What follows belongs to an exercise in optimizing a design on an open flow for small area, a short achievable clock period and few clock cycles; a production flow would make more cautious choices. Only simulation tests tie the RTL to the original design; equivalence was not proved. Power is estimated from default activity; no workload was simulated.

## run 1
==> flow/design.v <==
`timescale 1ns/1ps
package mem_burst_pkg;
    localparam int ADDR_W         = 32;
    localparam int BEAT_W         = 64;     
    localparam int BEATS_PER_LINE = 4;
    localparam int LINE_W         = BEAT_W * BEATS_PER_LINE;   
    localparam int BEAT_IDX_W     = 2;      
    localparam int LINE_OFFSET_W  = 5;      
    typedef logic [ADDR_W-1:0] addr_t;
    typedef logic [BEAT_W-1:0] beat_t;
    typedef logic [LINE_W-1:0] line_t;
    typedef struct packed {
        addr_t addr;      
        logic  read;      
        logic  write;     
        line_t wdata;     
    } line_req_t;
    typedef struct packed {
        logic  resp;      
        line_t rdata;     
    } line_resp_t;
endpackage
`timescale 1ns/1ps
module beat_counter (
    input  logic                                      clk,
    input  logic                                      rst_n,
    input  logic                                      beat_advance,   
    output logic [mem_burst_pkg::BEATS_PER_LINE-1:0]  beat_oh
);
    always_ff @(posedge clk) begin
        if (!rst_n) begin
            beat_oh <= 4'b0001;
        end else if (beat_advance) begin
            beat_oh <= {beat_oh[2:0], beat_oh[3]};
        end
    end
endmodule
`timescale 1ns/1ps
module line_assembler (
    input  logic                  clk,
    input  logic                  beat_we,      
    input  logic [2:0]            slot_oh,      
    input  mem_burst_pkg::beat_t  bmem_rdata,
    output mem_burst_pkg::line_t  rd_line
);
    mem_burst_pkg::beat_t beat0, beat1, beat2;
    always_ff @(posedge clk) begin
        if (beat_we && slot_oh[0]) beat0 <= bmem_rdata;
        if (beat_we && slot_oh[1]) beat1 <= bmem_rdata;
        if (beat_we && slot_oh[2]) beat2 <= bmem_rdata;
    end
    assign rd_line = {bmem_rdata, beat2, beat1, beat0};
endmodule
`timescale 1ns/1ps
module write_beat_mux (
    input  mem_burst_pkg::line_t                     wr_line,     
    input  logic [mem_burst_pkg::BEATS_PER_LINE-1:0] beat_oh,     
    output mem_burst_pkg::beat_t                     bmem_wdata
);
    localparam int W = mem_burst_pkg::BEAT_W;
    assign bmem_wdata = ({W{beat_oh[0]}} & wr_line[0*W +: W])
                      | ({W{beat_oh[1]}} & wr_line[1*W +: W])
                      | ({W{beat_oh[2]}} & wr_line[2*W +: W])
                      | ({W{beat_oh[3]}} & wr_line[3*W +: W]);
endmodule
`timescale 1ns/1ps
module burst_req_fsm (
    input  logic                     clk,
    input  logic                     rst_n,
    input  mem_burst_pkg::line_req_t icache_req,
    input  mem_burst_pkg::line_req_t dcache_req,
    input  logic                     bmem_ready,
    input  logic                     bmem_rvalid,
    input  logic                     wr_last,         
    output mem_burst_pkg::addr_t     bmem_addr,
    output logic                     bmem_read,
    output logic                     bmem_write,
    output logic                     wr_advance,      
    output logic [2:0]               rd_slot_oh,      
    output logic                     icache_resp_pulse,
    output logic                     dcache_resp_pulse
);
    logic rd_arm;      
    logic rd_busy;     
    logic wr_busy;     
    logic sel_dcache;  
    logic rd_last_i, rd_last_d;
    logic rd_advance;
    logic idle;
    logic rd_done, wr_done, done;
    logic dcache_want, icache_want;
    logic pick_d, pick_i;
    assign dcache_want = dcache_req.read || dcache_req.write;
    assign icache_want = icache_req.read;                       
    assign idle       = !(rd_arm || rd_busy || wr_busy);
    assign rd_advance = rd_busy && bmem_rvalid;
    assign wr_advance = wr_busy && bmem_ready;
    assign rd_done    = (rd_last_i || rd_last_d) && bmem_rvalid;    
    assign wr_done    = wr_last && bmem_ready;                      
    assign done       = rd_done || wr_done;
    assign pick_d = dcache_want && (idle || (done && !sel_dcache));
    assign pick_i = icache_want && ((idle && !dcache_want) || (done && sel_dcache));
    always_ff @(posedge clk) begin
        if (!rst_n) begin
            rd_arm  <= 1'b0;
            rd_busy <= 1'b0;
            wr_busy <= 1'b0;
        end else if (pick_d || pick_i) begin
            rd_arm  <= pick_i || !dcache_req.write;
            rd_busy <= 1'b0;
            wr_busy <= pick_d && dcache_req.write;              
        end else begin
            if (rd_arm && bmem_ready) begin
                rd_arm  <= 1'b0;
                rd_busy <= 1'b1;
            end
            if (rd_done) rd_busy <= 1'b0;
            if (wr_done) wr_busy <= 1'b0;
        end
    end
    always_ff @(posedge clk) begin
        if (pick_d || pick_i) sel_dcache <= pick_d;
    end
    always_ff @(posedge clk) begin
        if (!rst_n) begin
            rd_slot_oh <= 3'b001;
            rd_last_i  <= 1'b0;
            rd_last_d  <= 1'b0;
        end else if (rd_advance) begin
            rd_slot_oh <= {rd_slot_oh[1:0], rd_last_i || rd_last_d};
            rd_last_i  <= rd_slot_oh[2] && !sel_dcache;
            rd_last_d  <= rd_slot_oh[2] && sel_dcache;
        end
    end
    assign bmem_addr  = sel_dcache ? dcache_req.addr : icache_req.addr;
    assign bmem_read  = rd_arm && bmem_ready;                   
    assign bmem_write = wr_busy;
    assign icache_resp_pulse = rd_last_i && bmem_rvalid;
    assign dcache_resp_pulse = (rd_last_d && bmem_rvalid) || wr_done;
endmodule
`timescale 1ns/1ps
module bmem_controller (
    input  logic                     clk,
    input  logic                     rst_n,
    input  mem_burst_pkg::line_req_t  icache_req,     
    output mem_burst_pkg::line_resp_t icache_resp,
    input  mem_burst_pkg::line_req_t  dcache_req,
    output mem_burst_pkg::line_resp_t dcache_resp,
    output mem_burst_pkg::addr_t     bmem_addr,
    output logic                     bmem_read,
    output logic                     bmem_write,
    output mem_burst_pkg::beat_t     bmem_wdata,
    input  logic                     bmem_ready,
    input  mem_burst_pkg::beat_t     bmem_rdata,
    input  logic                     bmem_rvalid
);
    logic                                     wr_advance;
    logic [mem_burst_pkg::BEATS_PER_LINE-1:0] wr_beat_oh;
    logic [2:0]                               rd_slot_oh;
    logic                                     icache_resp_pulse;
    logic                                     dcache_resp_pulse;
    mem_burst_pkg::line_t                     rd_line;
    burst_req_fsm fsm_i (
        .clk               (clk),
        .rst_n             (rst_n),
        .icache_req        (icache_req),
        .dcache_req        (dcache_req),
        .bmem_ready        (bmem_ready),
        .bmem_rvalid       (bmem_rvalid),
        .wr_last           (wr_beat_oh[3]),
        .bmem_addr         (bmem_addr),
        .bmem_read         (bmem_read),
        .bmem_write        (bmem_write),
        .wr_advance        (wr_advance),
        .rd_slot_oh        (rd_slot_oh),
        .icache_resp_pulse (icache_resp_pulse),
        .dcache_resp_pulse (dcache_resp_pulse)
    );
    beat_counter wr_cnt_i (
        .clk          (clk),
        .rst_n        (rst_n),
        .beat_advance (wr_advance),
        .beat_oh      (wr_beat_oh)
    );
    line_assembler line_asm_i (
        .clk        (clk),
        .beat_we    (bmem_rvalid),       
        .slot_oh    (rd_slot_oh),
        .bmem_rdata (bmem_rdata),
        .rd_line    (rd_line)
    );
    write_beat_mux wr_mux_i (
        .wr_line    (dcache_req.wdata),
        .beat_oh    (wr_beat_oh),
        .bmem_wdata (bmem_wdata)
    );
    assign icache_resp.resp  = icache_resp_pulse;
    assign icache_resp.rdata = rd_line;
    assign dcache_resp.resp  = dcache_resp_pulse;
    assign dcache_resp.rdata = rd_line;
endmodule
`timescale 1ns/1ps
module bmem_top (
    input  logic         clk,
    input  logic         rst_n,
    input  logic [31:0]  icache_addr,
    input  logic         icache_read,
    output logic         icache_resp,
    output logic [255:0] icache_rdata,
    input  logic [31:0]  dcache_addr,
    input  logic         dcache_read,
    input  logic         dcache_write,
    input  logic [255:0] dcache_wdata,
    output logic         dcache_resp,
    output logic [255:0] dcache_rdata,
    output logic [31:0]  bmem_addr,
    output logic         bmem_read,
    output logic         bmem_write,
    output logic [63:0]  bmem_wdata,
    input  logic         bmem_ready,
    input  logic [63:0]  bmem_rdata,
    input  logic         bmem_rvalid
);
    mem_burst_pkg::line_req_t  icache_req_s;
    mem_burst_pkg::line_req_t  dcache_req_s;
    mem_burst_pkg::line_resp_t icache_resp_s;
    mem_burst_pkg::line_resp_t dcache_resp_s;
    assign icache_req_s.addr  = icache_addr;
    assign icache_req_s.read  = icache_read;
    assign icache_req_s.write = 1'b0;
    assign icache_req_s.wdata = '0;
    assign dcache_req_s.addr  = dcache_addr;
    assign dcache_req_s.read  = dcache_read;
    assign dcache_req_s.write = dcache_write;
    assign dcache_req_s.wdata = dcache_wdata;
    bmem_controller ctrl_i (
        .clk         (clk),
        .rst_n       (rst_n),
        .icache_req  (icache_req_s),
        .icache_resp (icache_resp_s),
        .dcache_req  (dcache_req_s),
        .dcache_resp (dcache_resp_s),
        .bmem_addr   (bmem_addr),
        .bmem_read   (bmem_read),
        .bmem_write  (bmem_write),
        .bmem_wdata  (bmem_wdata),
        .bmem_ready  (bmem_ready),
        .bmem_rdata  (bmem_rdata),
        .bmem_rvalid (bmem_rvalid)
    );
    assign icache_resp  = icache_resp_s.resp;
    assign icache_rdata = icache_resp_s.rdata;
    assign dcache_resp  = dcache_resp_s.resp;
    assign dcache_rdata = dcache_resp_s.rdata;
endmodule
clock: 5.0 ns
lec_check: 0
cap_margin: 20
core_area: 10 10 370 370
die_area: 0 0 380 380
place_density: 0.4
setup_slack_margin: 2.0
slew_margin: 20
standard.sh (not shown) runs the stock make flow with config.mk's settings and CLKGATE_MAP_FILE= SYNTH_SCRIPT=/design/flow/synth_recipe.tcl, a recipe that flattens the netlist after the stock synthesis.
==> flow/flow/run.sh <==
#!/bin/bash
# Standard layout with two changes: a fixed pin plan (written by flow/pins.py and sourced
# at the end of floorplan through ORFS's IO_CONSTRAINTS hook) that keeps each bit slice's
# ports together, and buf_1 as the port buffer instead of the resizer's default pick.
set -euo pipefail
python3 flow/pins.py 380 > pins.tcl 2> pins.log
export IO_CONSTRAINTS="$PWD/pins.tcl"
export BUFFER_PORTS_ARGS="-buffer_cell sky130_fd_sc_hd__buf_1"
bash standard.sh > flow_standard.log 2>&1
Other scripts of this flow, unchanged in this note and not shown: flow/flow/pins.py
Testbench counts of run 1, summed over its fixed seeds: cycles 13,461.
Inputs modified between run 1 and run 2:
# run 1
export LEC_CHECK = 0
export CAP_MARGIN = 20
export CORE_AREA = 10 10 370 370
export DIE_AREA = 0 0 380 380
export PLACE_DENSITY = 0.4
export SETUP_SLACK_MARGIN = 2.0
export SLEW_MARGIN = 20
create_clock -name core_clock -period 5.0 [get_ports {clk}]
# run 2
export LEC_CHECK = 0
export CAP_MARGIN = 20
export CORE_AREA = 10 10 370 370
export DIE_AREA = 0 0 380 380
export PLACE_DENSITY = 0.4
export SETUP_SLACK_MARGIN = 2.8
export SLEW_MARGIN = 20
create_clock -name core_clock -period 5.0 [get_ports {clk}]
[summary]
[compare] base=run 1 new=run 2: total buffers and inverters traversed by the critical path grew by 1; total count of hold-check failures in the final report saw little to no change.
Clock share of power: run 1 and run 2 compared, lower one is run 2
Run 2 ended up with buffers as its cell class with the largest area share; run 1 ended up with flip-flops and latches.
As of run 2, global placement routability congestion had risen slightly compared to run 1.
Looking at share of the core filled with cells in the final layout, run 2 sits above run 1.
Modified inputs, run 3 compared to run 2
# run 2
export LEC_CHECK = 0
export CAP_MARGIN = 20
export CORE_AREA = 10 10 370 370
export DIE_AREA = 0 0 380 380
export PLACE_DENSITY = 0.4
export SETUP_SLACK_MARGIN = 2.8
export SLEW_MARGIN = 20
create_clock -name core_clock -period 5.0 [get_ports {clk}]
# run 3
export LEC_CHECK = 0
export CAP_MARGIN = 20
export CORE_AREA = 10 10 370 370
export DIE_AREA = 0 0 380 380
export PLACE_DENSITY = 0.4
export SLEW_MARGIN = 20
create_clock -name core_clock -period 5.0 [get_ports {clk}]
Findings:
Run 2 → run 3: wire length after detailed routing went down about 21%; clock network fraction of total power has increased.
For the maximum frequency, run 3 came in about 18% lower than run 2 did.
Diff run 3..run 2 | number of stages on the worst hold path | unchanged
Run comparison: run 2 biggest cell category by area in the final layout buffers; run 3 biggest cell category by area in the final layout flip-flops and latches
Compared with run 2, run 3 ends up with a smaller final cell area.
Between run 3 and run 2, the share of cell area taken by multi-input logic gates is lower for run 3.
Input changes introduced in run 4 (baseline for comparison: run 3):
# run 3
export LEC_CHECK = 0
export CAP_MARGIN = 20
export CORE_AREA = 10 10 370 370
export DIE_AREA = 0 0 380 380
export PLACE_DENSITY = 0.4
export SLEW_MARGIN = 20
create_clock -name core_clock -period 5.0 [get_ports {clk}]
# run 4
export LEC_CHECK = 0
export CAP_MARGIN = 20
export CORE_AREA = 10 10 370 370
export CTS_BUF_LIST = sky130_fd_sc_hd__clkbuf_4 sky130_fd_sc_hd__clkbuf_8
export DIE_AREA = 0 0 380 380
export PLACE_DENSITY = 0.4
export SETUP_SLACK_MARGIN = 2.2
export SLEW_MARGIN = 20
create_clock -name core_clock -period 5.0 [get_ports {clk}]
[summary]
- The flow did not stop early for run 4: all stages ran, and the layout cleared the timing, DRC and antenna checks.
- Compared with run 3, in run 4 setup slack +0.62 ns, routed wire length +1.6%, amount of wire on met3 after detailed routing +420 um, final clock skew ~0 delta, length of routed wiring on met1 +300 um.
- In run 4, the critical path depth in cells came out 1 below the value in run 3.
- The via density per instance of run 4 exceeds that of run 3 by about 1.1%.
- Compared with run 3, run 4 shows net count of the finished layout higher by 26.
- Between run 4 and run 3, it is run 4 whose post-layout total power is lower, by about 4.3%.
- The termination of the worst setup path comes out bmem_read in one run and bmem_wdata[62] in the other, namely in run 4 and run 3 respectively.

## separate check: timing with driven ports
The flow's constraints put no driver on any port. The routed layouts listed below were extracted and timed again, unchanged, in two steps.
Step 1, drivers: a clkbuf_16 drives clk and a buf_2 each remaining input, both assumed.
Step 2 moves the port delays by t, midway between the first and last clock arrival at a register: inputs arrive t later, outputs are due t later. That takes back most of the time a late clock gives input paths.
Three values: ideal, step 1, step 2; two values: the first two.
run | shift t [ns] | setup slack, ns | worst setup path after step 2 | latest minus earliest clock arrival (ns) | worst data-port slew with drivers (ns)
run 1 | 0.619 | 2.159 / 2.107 / 2.004 | input to register | 0.033 / 0.033 | 0.06
run 2 | 0.625 | 2.259 / 2.207 / 2.407 | input to register | 0.013 / 0.014 | 0.07
run 3 | 0.617 | 1.667 / 1.616 / 2.008 | input to register | 0.026 / 0.027 | 0.05
run 4 | 0.639 | 2.291 / 2.241 / 2.005 | input to register | 0.033 / 0.033 | 0.06
After both steps every run listed still meets setup and hold. For run 4, which loses most, drivers alone change the setup slack by -0.050 ns; drivers and shift together by -0.286 ns.
